Source: an optimization exercise on an open RTL-to-GDS flow (aim: small area, a short achievable clock period and few clock cycles per item). Production flows keep margins and buffers that such runs may drop. At most, simulation tests tie the RTL to the original design; equivalence was not proved.

## old
==> flow/design.v <==
`timescale 1ns/1ps
`default_nettype none
module mmacc_main (
  input  wire logic        clk,
  input  wire logic        s_rst_n,
  input  wire logic        ld_en_i,
  input  wire logic [4:0]  ld_add_i,
  input  wire logic [15:0] ld_data_i,
  input  wire logic        cmd_avail_i,
  input  wire logic [1:0]  cmd_slot_i,
  input  wire logic [2:0]  cmd_rot_i,
  input  wire logic        res_avail_i,
  input  wire logic [15:0] res_i,
  output logic             cmd_enquiry_o,
  output logic             feed_vld_o,
  output logic [15:0]      feed_data_o,
  output logic             feed_sop_o,
  output logic             feed_eop_o,
  output logic             sxt_vld_o,
  output logic [15:0]      sxt_data_o,
  output logic             sxt_last_o,
  output logic [1:0]       sxt_slot_o,
  output logic             done_o,
  output logic [1:0]       done_slot_o,
  output logic [3:0]       error_o
);
  logic [1:0] t_slot [4];
  logic [2:0] t_sidx [4];            
  logic [1:0] wr_ptr;                
  logic [2:0] ifc;                   
  logic       tab_full;
  logic       cmd_take;
  logic       x_done;                
  assign tab_full = ifc[2];
  assign cmd_take = cmd_avail_i & ~tab_full;
  always_ff @(posedge clk) begin
    if (!s_rst_n) begin
      wr_ptr <= '0;
      ifc    <= '0;
    end else begin
      wr_ptr <= wr_ptr + 2'(cmd_take);
      ifc    <= ifc + 3'(cmd_take) - 3'(x_done);
    end
  end
  always_ff @(posedge clk) begin
    if (cmd_take) begin
      t_slot[wr_ptr] <= cmd_slot_i;
      t_sidx[wr_ptr] <= 3'd0 - cmd_rot_i;
    end
  end
  logic [31:0][15:0] w;              
  logic [3:0][7:0]   sel_q;          
  logic [3:0][7:0]   sel_e;          
  logic [3:0][15:0]  rd;             
  always_comb begin
    for (int s = 0; s < 4; s++) begin
      rd[s] = '0;
      for (int i = 0; i < 8; i++) begin
        rd[s] = rd[s] | (w[s*8+i] & {16{sel_e[s][i]}});
      end
    end
  end
  function automatic logic [31:0] oh32(input logic [1:0] s, input logic [2:0] i);
    for (int a = 0; a < 32; a++) oh32[a] = ({s, i} == 5'(a));
  endfunction
  function automatic logic [3:0] oh4(input logic [1:0] s);
    for (int a = 0; a < 4; a++) oh4[a] = (s == 2'(a));
  endfunction
  function automatic logic [15:0] cneg(input logic [15:0] x, input logic n);
    logic [15:0] p;
    p = x;
    for (int d = 1; d < 16; d = d * 2) begin
      for (int i = 15; i >= d; i--) p[i] = p[i] | p[i-d];
    end
    cneg[0] = x[0];
    for (int i = 1; i < 16; i++) cneg[i] = x[i] ^ (n & p[i-1]);
  endfunction
  logic       fr_v, fr_last, fr_neg;
  logic [2:0] fr_j, fr_idx;
  logic [1:0] fr_slot;
  logic [3:0] pf_oh;
  logic [1:0] f_ptr;                 
  logic [2:0] f_cnt;                 
  logic [2:0] fd_ptr;                
  logic       f_free, f_pend, f_start, f_tab;
  logic [1:0] hd_slot, fs_slot;
  logic [2:0] hd_sidx, fs_idx;
  logic       byp;
  logic [2:0] in_sidx;
  logic       cv_v, cv_last, cv_neg;
  logic [2:0] cv_j, cv_idx;
  logic [1:0] cv_slot;
  logic [7:0] byp_ioh;
  logic [3:0] byp_soh;
  assign f_pend  = (f_cnt != 3'd0);
  assign byp     = cmd_take & ~fr_v & ~f_pend;
  assign in_sidx = 3'd0 - cmd_rot_i;
  assign cv_v    = byp | fr_v;
  assign cv_last = fr_last & ~byp;
  assign cv_j    = byp ? 3'd0 : fr_j;
  assign cv_idx  = byp ? in_sidx : fr_idx;
  assign cv_slot = byp ? cmd_slot_i : fr_slot;
  assign cv_neg  = byp ? (cmd_rot_i != 3'd0) : fr_neg;
  for (genvar i = 0; i < 8; i++) begin : g_bi
    assign byp_ioh[i] = (cmd_rot_i == 3'((8 - i) % 8));
  end
  assign byp_soh = byp ? oh4(cmd_slot_i) : 4'd0;
  always_comb begin
    for (int t = 0; t < 4; t++) sel_e[t] = sel_q[t] | (byp_ioh & {8{byp_soh[t]}});
  end
  assign f_free  = ~cv_v | cv_last;
  assign f_start = f_free & (f_pend | (cmd_take & ~byp));
  assign f_tab   = f_pend;
  assign hd_slot = t_slot[f_ptr];
  assign hd_sidx = t_sidx[f_ptr];
  assign fs_slot = f_tab ? hd_slot : cmd_slot_i;
  assign fs_idx  = f_tab ? hd_sidx : in_sidx;
  logic        fn_v;
  logic [31:0] fn_sel;
  logic [3:0]  fn_oh;
  assign fn_v   = f_start | (cv_v & ~cv_last);
  assign fn_sel = ~fn_v   ? 32'd0 :
                  f_start ? oh32(fs_slot, fs_idx) : oh32(cv_slot, cv_idx + 3'd1);
  assign fn_oh  = ~fn_v   ? 4'd0 :
                  f_start ? oh4(fs_slot) : oh4(cv_slot);
  logic [15:0] pf;
  always_comb begin
    pf = '0;
    for (int s = 0; s < 4; s++) pf = pf | (rd[s] & {16{pf_oh[s] | byp_soh[s]}});
  end
  always_ff @(posedge clk) begin
    if (!s_rst_n) begin
      fr_v   <= 1'b0;
      f_ptr  <= '0;
      f_cnt  <= '0;
      fd_ptr <= '0;
    end else begin
      fr_v   <= fn_v;
      f_ptr  <= f_ptr + 2'(f_start | byp);
      f_cnt  <= f_cnt + 3'(cmd_take & ~byp) - 3'(f_start);
      fd_ptr <= fd_ptr + 3'(fr_v & fr_last);
    end
  end
  always_ff @(posedge clk) begin
    if (f_start) begin
      fr_j    <= 3'd0;
      fr_last <= 1'b0;
      fr_slot <= fs_slot;
      fr_idx  <= fs_idx;
      fr_neg  <= (fs_idx != 3'd0);
    end else begin
      fr_j    <= cv_j + 3'd1;
      fr_slot <= cv_slot;
      fr_last <= (cv_j == 3'd6);
      fr_idx  <= cv_idx + 3'd1;
      fr_neg  <= cv_neg & (cv_idx != 3'd7);
    end
  end
  logic        fq_v, fq_sop, fq_eop, fq_neg;
  logic [15:0] fq;
  always_ff @(posedge clk) begin
    if (!s_rst_n) begin
      fq_v       <= 1'b0;
      fq_sop     <= 1'b0;
      fq_eop     <= 1'b0;
      feed_vld_o <= 1'b0;
      feed_sop_o <= 1'b0;
      feed_eop_o <= 1'b0;
    end else begin
      fq_v       <= cv_v;
      fq_sop     <= cv_v & (cv_j == 3'd0);
      fq_eop     <= cv_v & cv_last;
      feed_vld_o <= fq_v;
      feed_sop_o <= fq_sop;
      feed_eop_o <= fq_eop;
    end
  end
  always_ff @(posedge clk) begin
    fq          <= pf;
    fq_neg      <= cv_neg;
    feed_data_o <= cneg(fq, fq_neg);
  end
  logic [5:0]  in_pos;               
  logic [15:0] a_q;
  logic        a_v;
  logic        r_v, r_adv;           
  logic [3:0]  pa_oh;
  logic [15:0] sum, nsum;
  logic [1:0]  in_slot;
  assign in_slot = t_slot[in_pos[4:3]];
  assign sum     = a_q + res_i;
  assign nsum    = (-a_q) + ~res_i + 16'd1;
  logic [15:0] pa;
  always_comb begin
    pa = '0;
    for (int s = 0; s < 4; s++) pa = pa | (rd[s] & {16{pa_oh[s]}});
  end
  logic a_load;
  assign a_load = r_v & (r_adv ? res_avail_i : ~res_avail_i);
  logic [5:0]  p1, p2;
  logic        av0, av1;             
  logic [5:0]  tg0, tg1;
  logic        rdy0, rdy1;
  logic [1:0]  sl0, sl1;
  assign p1   = in_pos + 6'd1;
  assign p2   = in_pos + 6'd2;
  assign av0  = a_v | (r_v & ~r_adv);
  assign av1  = r_v & r_adv;
  assign tg0  = av0 ? p1 : in_pos;
  assign tg1  = av1 ? p2 : p1;
  assign rdy0 = (tg0[5:3] != fd_ptr) | (fr_v & fr_last);
  assign rdy1 = (tg1[5:3] != fd_ptr) | (fr_v & fr_last);
  assign sl0  = t_slot[tg0[4:3]];
  assign sl1  = t_slot[tg1[4:3]];
  logic [31:0] an_sel0, an_sel1, an_sel;
  logic [3:0]  an_oh0, an_oh1, an_oh;
  assign an_sel0 = rdy0 ? oh32(sl0, tg0[2:0]) : 32'd0;
  assign an_sel1 = rdy1 ? oh32(sl1, tg1[2:0]) : 32'd0;
  assign an_oh0  = rdy0 ? oh4(sl0) : 4'd0;
  assign an_oh1  = rdy1 ? oh4(sl1) : 4'd0;
  assign an_sel  = res_avail_i ? an_sel1 : an_sel0;
  assign an_oh   = res_avail_i ? an_oh1  : an_oh0;
  always_ff @(posedge clk) begin
    if (!s_rst_n) begin
      in_pos <= '0;
      a_v    <= 1'b0;
      r_v    <= 1'b0;
      r_adv  <= 1'b0;
    end else begin
      in_pos <= res_avail_i ? p1 : in_pos;
      a_v    <= res_avail_i ? av1 : av0;
      r_v    <= res_avail_i ? rdy1 : rdy0;
      r_adv  <= res_avail_i ? av1 : av0;
    end
  end
  always_ff @(posedge clk) begin
    if (a_load) a_q <= pa;
  end
  logic [15:0] sum_q;
  logic        wq_v;
  logic [4:0]  wq_add;
  always_ff @(posedge clk) begin
    if (!s_rst_n) wq_v <= 1'b0;
    else          wq_v <= res_avail_i;
    if (res_avail_i) sum_q <= sum;
    wq_add <= {in_slot, in_pos[2:0]};
  end
  logic [15:0] wbus;
  logic [31:0] we;
  assign wbus = ld_en_i ? ld_data_i : sum_q;
  assign we   = (ld_en_i ? oh32(ld_add_i[4:3], ld_add_i[2:0]) : 32'd0)
              | (wq_v ? oh32(wq_add[4:3], wq_add[2:0]) : 32'd0);
  always_ff @(posedge clk) begin
    for (int a = 0; a < 32; a++) begin
      if (we[a]) w[a] <= wbus;
    end
  end
  logic       x_b0, x_b1;
  logic [2:0] xb;                    
  logic [1:0] x_slot;
  logic [3:0] px_oh;
  logic [15:0] w0, px;
  logic [15:0] xr;                   
  assign x_b0   = res_avail_i & (in_pos[2:0] == 3'd6);
  assign x_b1   = res_avail_i & (in_pos[2:0] == 3'd7);
  assign x_done = (xb == 3'd7);
  always_comb begin
    w0 = '0;
    for (int s = 0; s < 4; s++) w0 = w0 | (w[s*8] & {16{in_slot == 2'(s)}});
    px = '0;
    for (int s = 0; s < 4; s++) px = px | (rd[s] & {16{px_oh[s]}});
  end
  logic        xn_v;
  logic [2:0]  xn_idx;
  logic [31:0] xn_sel;
  assign xn_v   = x_b1 | ((xb != 3'd0) & (xb < 3'd6));
  assign xn_idx = x_b1 ? 3'd5 : 3'd6 - xb;
  assign xn_sel = xn_v ? oh32(x_slot, xn_idx) : 32'd0;
  always_ff @(posedge clk) begin
    if (!s_rst_n) begin
      xb         <= '0;
      sxt_vld_o  <= 1'b0;
      sxt_last_o <= 1'b0;
    end else begin
      xb         <= x_b1 ? 3'd2 : (xb != 3'd0 && xb != 3'd7) ? xb + 3'd1 : 3'd0;
      sxt_vld_o  <= x_b0 | x_b1 | (xb != 3'd0);
      sxt_last_o <= x_done;
    end
  end
  always_ff @(posedge clk) begin
    if (x_b0) x_slot <= in_slot;
    xr         <= x_b1 ? sum_q : px;
    sxt_data_o <= x_b0 ? w0 : x_b1 ? nsum : cneg(xr, 1'b1);
  end
  assign sxt_slot_o  = x_slot;
  assign done_o      = sxt_last_o;
  assign done_slot_o = x_slot;
  always_ff @(posedge clk) begin
    sel_q <= fn_sel | an_sel | xn_sel;
    pf_oh <= fn_oh;
    pa_oh <= an_oh;
    px_oh <= xn_v ? oh4(x_slot) : 4'd0;
  end
  logic [2:0] enq_cnt;
  always_ff @(posedge clk) begin
    if (!s_rst_n) begin
      enq_cnt       <= 3'd4;
      cmd_enquiry_o <= 1'b0;
    end else begin
      enq_cnt       <= enq_cnt - 3'(enq_cnt != 3'd0);
      cmd_enquiry_o <= (enq_cnt != 3'd0) | x_done;
    end
  end
  logic err_cmd, err_res;
  always_ff @(posedge clk) begin
    if (!s_rst_n) begin
      err_cmd <= 1'b0;
      err_res <= 1'b0;
    end else begin
      err_cmd <= err_cmd | (cmd_avail_i & tab_full);
      err_res <= err_res | (res_avail_i & (in_pos[5:3] == fd_ptr));
    end
  end
  assign error_o = {err_cmd, 1'b0, err_res, 1'b0};
endmodule
`default_nettype wire
export LEC_CHECK = 0
export CAP_MARGIN = 20
export CORE_MARGIN = 2
export CORE_UTILIZATION = 40
export SETUP_SLACK_MARGIN = 2.5
export SLEW_MARGIN = 20
create_clock -name core_clock -period 5.0 [get_ports {clk}]
run.sh (not shown) runs the stock make flow with config.mk's settings and CLKGATE_MAP_FILE= SYNTH_SCRIPT=/design/flow/synth_recipe.tcl, a recipe that flattens the netlist after the stock synthesis.
old ran to completion and came out clean on the timing, DRC and antenna checks.
Modified inputs, new compared to old
--- a/flow/design.v
+++ b/flow/design.v
@@ -47,19 +47,18 @@
       t_slot[wr_ptr] <= cmd_slot_i;
       t_sidx[wr_ptr] <= 3'd0 - cmd_rot_i;
     end
   end
   logic [31:0][15:0] w;              
   logic [3:0][7:0]   sel_q;          
-  logic [3:0][7:0]   sel_e;          
   logic [3:0][15:0]  rd;             
   always_comb begin
     for (int s = 0; s < 4; s++) begin
       rd[s] = '0;
       for (int i = 0; i < 8; i++) begin
-        rd[s] = rd[s] | (w[s*8+i] & {16{sel_e[s][i]}});
+        rd[s] = rd[s] | (w[s*8+i] & {16{sel_q[s][i]}});
       end
     end
   end
   function automatic logic [31:0] oh32(input logic [1:0] s, input logic [2:0] i);
     for (int a = 0; a < 32; a++) oh32[a] = ({s, i} == 5'(a));
   endfunction
@@ -82,81 +81,58 @@
   logic [1:0] f_ptr;                 
   logic [2:0] f_cnt;                 
   logic [2:0] fd_ptr;                
   logic       f_free, f_pend, f_start, f_tab;
   logic [1:0] hd_slot, fs_slot;
   logic [2:0] hd_sidx, fs_idx;
-  logic       byp;
-  logic [2:0] in_sidx;
-  logic       cv_v, cv_last, cv_neg;
-  logic [2:0] cv_j, cv_idx;
-  logic [1:0] cv_slot;
-  logic [7:0] byp_ioh;
-  logic [3:0] byp_soh;
   assign f_pend  = (f_cnt != 3'd0);
-  assign byp     = cmd_take & ~fr_v & ~f_pend;
-  assign in_sidx = 3'd0 - cmd_rot_i;
-  assign cv_v    = byp | fr_v;
-  assign cv_last = fr_last & ~byp;
-  assign cv_j    = byp ? 3'd0 : fr_j;
-  assign cv_idx  = byp ? in_sidx : fr_idx;
-  assign cv_slot = byp ? cmd_slot_i : fr_slot;
-  assign cv_neg  = byp ? (cmd_rot_i != 3'd0) : fr_neg;
-  for (genvar i = 0; i < 8; i++) begin : g_bi
-    assign byp_ioh[i] = (cmd_rot_i == 3'((8 - i) % 8));
-  end
-  assign byp_soh = byp ? oh4(cmd_slot_i) : 4'd0;
-  always_comb begin
-    for (int t = 0; t < 4; t++) sel_e[t] = sel_q[t] | (byp_ioh & {8{byp_soh[t]}});
-  end
-  assign f_free  = ~cv_v | cv_last;
-  assign f_start = f_free & (f_pend | (cmd_take & ~byp));
+  assign f_free  = ~fr_v | fr_last;
+  assign f_start = f_free & (f_pend | cmd_take);
   assign f_tab   = f_pend;
   assign hd_slot = t_slot[f_ptr];
   assign hd_sidx = t_sidx[f_ptr];
   assign fs_slot = f_tab ? hd_slot : cmd_slot_i;
-  assign fs_idx  = f_tab ? hd_sidx : in_sidx;
+  assign fs_idx  = f_tab ? hd_sidx : 3'd0 - cmd_rot_i;
   logic        fn_v;
   logic [31:0] fn_sel;
   logic [3:0]  fn_oh;
-  assign fn_v   = f_start | (cv_v & ~cv_last);
+  assign fn_v   = f_start | (fr_v & ~fr_last);
   assign fn_sel = ~fn_v   ? 32'd0 :
-                  f_start ? oh32(fs_slot, fs_idx) : oh32(cv_slot, cv_idx + 3'd1);
+                  f_start ? oh32(fs_slot, fs_idx) : oh32(fr_slot, fr_idx + 3'd1);
   assign fn_oh  = ~fn_v   ? 4'd0 :
-                  f_start ? oh4(fs_slot) : oh4(cv_slot);
+                  f_start ? oh4(fs_slot) : oh4(fr_slot);
   logic [15:0] pf;
   always_comb begin
     pf = '0;
-    for (int s = 0; s < 4; s++) pf = pf | (rd[s] & {16{pf_oh[s] | byp_soh[s]}});
+    for (int s = 0; s < 4; s++) pf = pf | (rd[s] & {16{pf_oh[s]}});
   end
   always_ff @(posedge clk) begin
     if (!s_rst_n) begin
       fr_v   <= 1'b0;
       f_ptr  <= '0;
       f_cnt  <= '0;
       fd_ptr <= '0;
     end else begin
       fr_v   <= fn_v;
-      f_ptr  <= f_ptr + 2'(f_start | byp);
-      f_cnt  <= f_cnt + 3'(cmd_take & ~byp) - 3'(f_start);
+      f_ptr  <= f_ptr + 2'(f_start);
+      f_cnt  <= f_cnt + 3'(cmd_take) - 3'(f_start);
       fd_ptr <= fd_ptr + 3'(fr_v & fr_last);
     end
   end
   always_ff @(posedge clk) begin
     if (f_start) begin
       fr_j    <= 3'd0;
       fr_last <= 1'b0;
       fr_slot <= fs_slot;
       fr_idx  <= fs_idx;
       fr_neg  <= (fs_idx != 3'd0);
     end else begin
-      fr_j    <= cv_j + 3'd1;
-      fr_slot <= cv_slot;
-      fr_last <= (cv_j == 3'd6);
-      fr_idx  <= cv_idx + 3'd1;
-      fr_neg  <= cv_neg & (cv_idx != 3'd7);
+      fr_j    <= fr_j + 3'd1;
+      fr_last <= (fr_j == 3'd6);
+      fr_idx  <= fr_idx + 3'd1;
+      fr_neg  <= fr_neg & (fr_idx != 3'd7);
     end
   end
   logic        fq_v, fq_sop, fq_eop, fq_neg;
   logic [15:0] fq;
   always_ff @(posedge clk) begin
     if (!s_rst_n) begin
@@ -164,23 +140,23 @@
       fq_sop     <= 1'b0;
       fq_eop     <= 1'b0;
       feed_vld_o <= 1'b0;
       feed_sop_o <= 1'b0;
       feed_eop_o <= 1'b0;
     end else begin
-      fq_v       <= cv_v;
-      fq_sop     <= cv_v & (cv_j == 3'd0);
-      fq_eop     <= cv_v & cv_last;
+      fq_v       <= fr_v;
+      fq_sop     <= fr_v & (fr_j == 3'd0);
+      fq_eop     <= fr_v & fr_last;
       feed_vld_o <= fq_v;
       feed_sop_o <= fq_sop;
       feed_eop_o <= fq_eop;
     end
   end
   always_ff @(posedge clk) begin
     fq          <= pf;
-    fq_neg      <= cv_neg;
+    fq_neg      <= fr_neg;
     feed_data_o <= cneg(fq, fq_neg);
   end
   logic [5:0]  in_pos;               
   logic [15:0] a_q;
   logic        a_v;
   logic        r_v, r_adv;           
==> comparison <==
Looking at aggregate global-route resource usage across old and new, the one that comes out higher is old.
Delta (new minus old): simple-gate area share of the yosys netlist -2.1 points; synthesized cell count -17%; area of the die -8900 um^2; initial antenna violation count -5.
Testbench counts of new, summed over its fixed seeds: cycles 2,958, items 256.
Function not checked in old: the RTL went through the layout flow alone.

## separate check: timing with driven ports
How much do the figures lean on ideal ports? The routed layouts below were timed once more, with nothing changed but the port constraints. Step 1 assumes that a clkbuf_16 drives the clock port and a buf_2 every other input. Step 2 adds t to the input delays and takes it off the output delays; t is the mean of the earliest and latest rising clock arrival at the registers after step 1. Input paths then give back, and output paths get back, about the clock's delay inside the block. a / b / c = no drivers / after step 1 / after step 2; a / b = the first two.
run	t, ns	setup WS [ns]	worst setup path after step 2
old	0.696	2.120 / 2.152 / 1.456	input to register
new	0.667	2.485 / 2.470 / 1.849	input to register
After both steps every run listed still meets setup and hold. The setup slack of old, which loses most, moves by +0.032 ns with the drivers and by -0.664 ns with both steps.
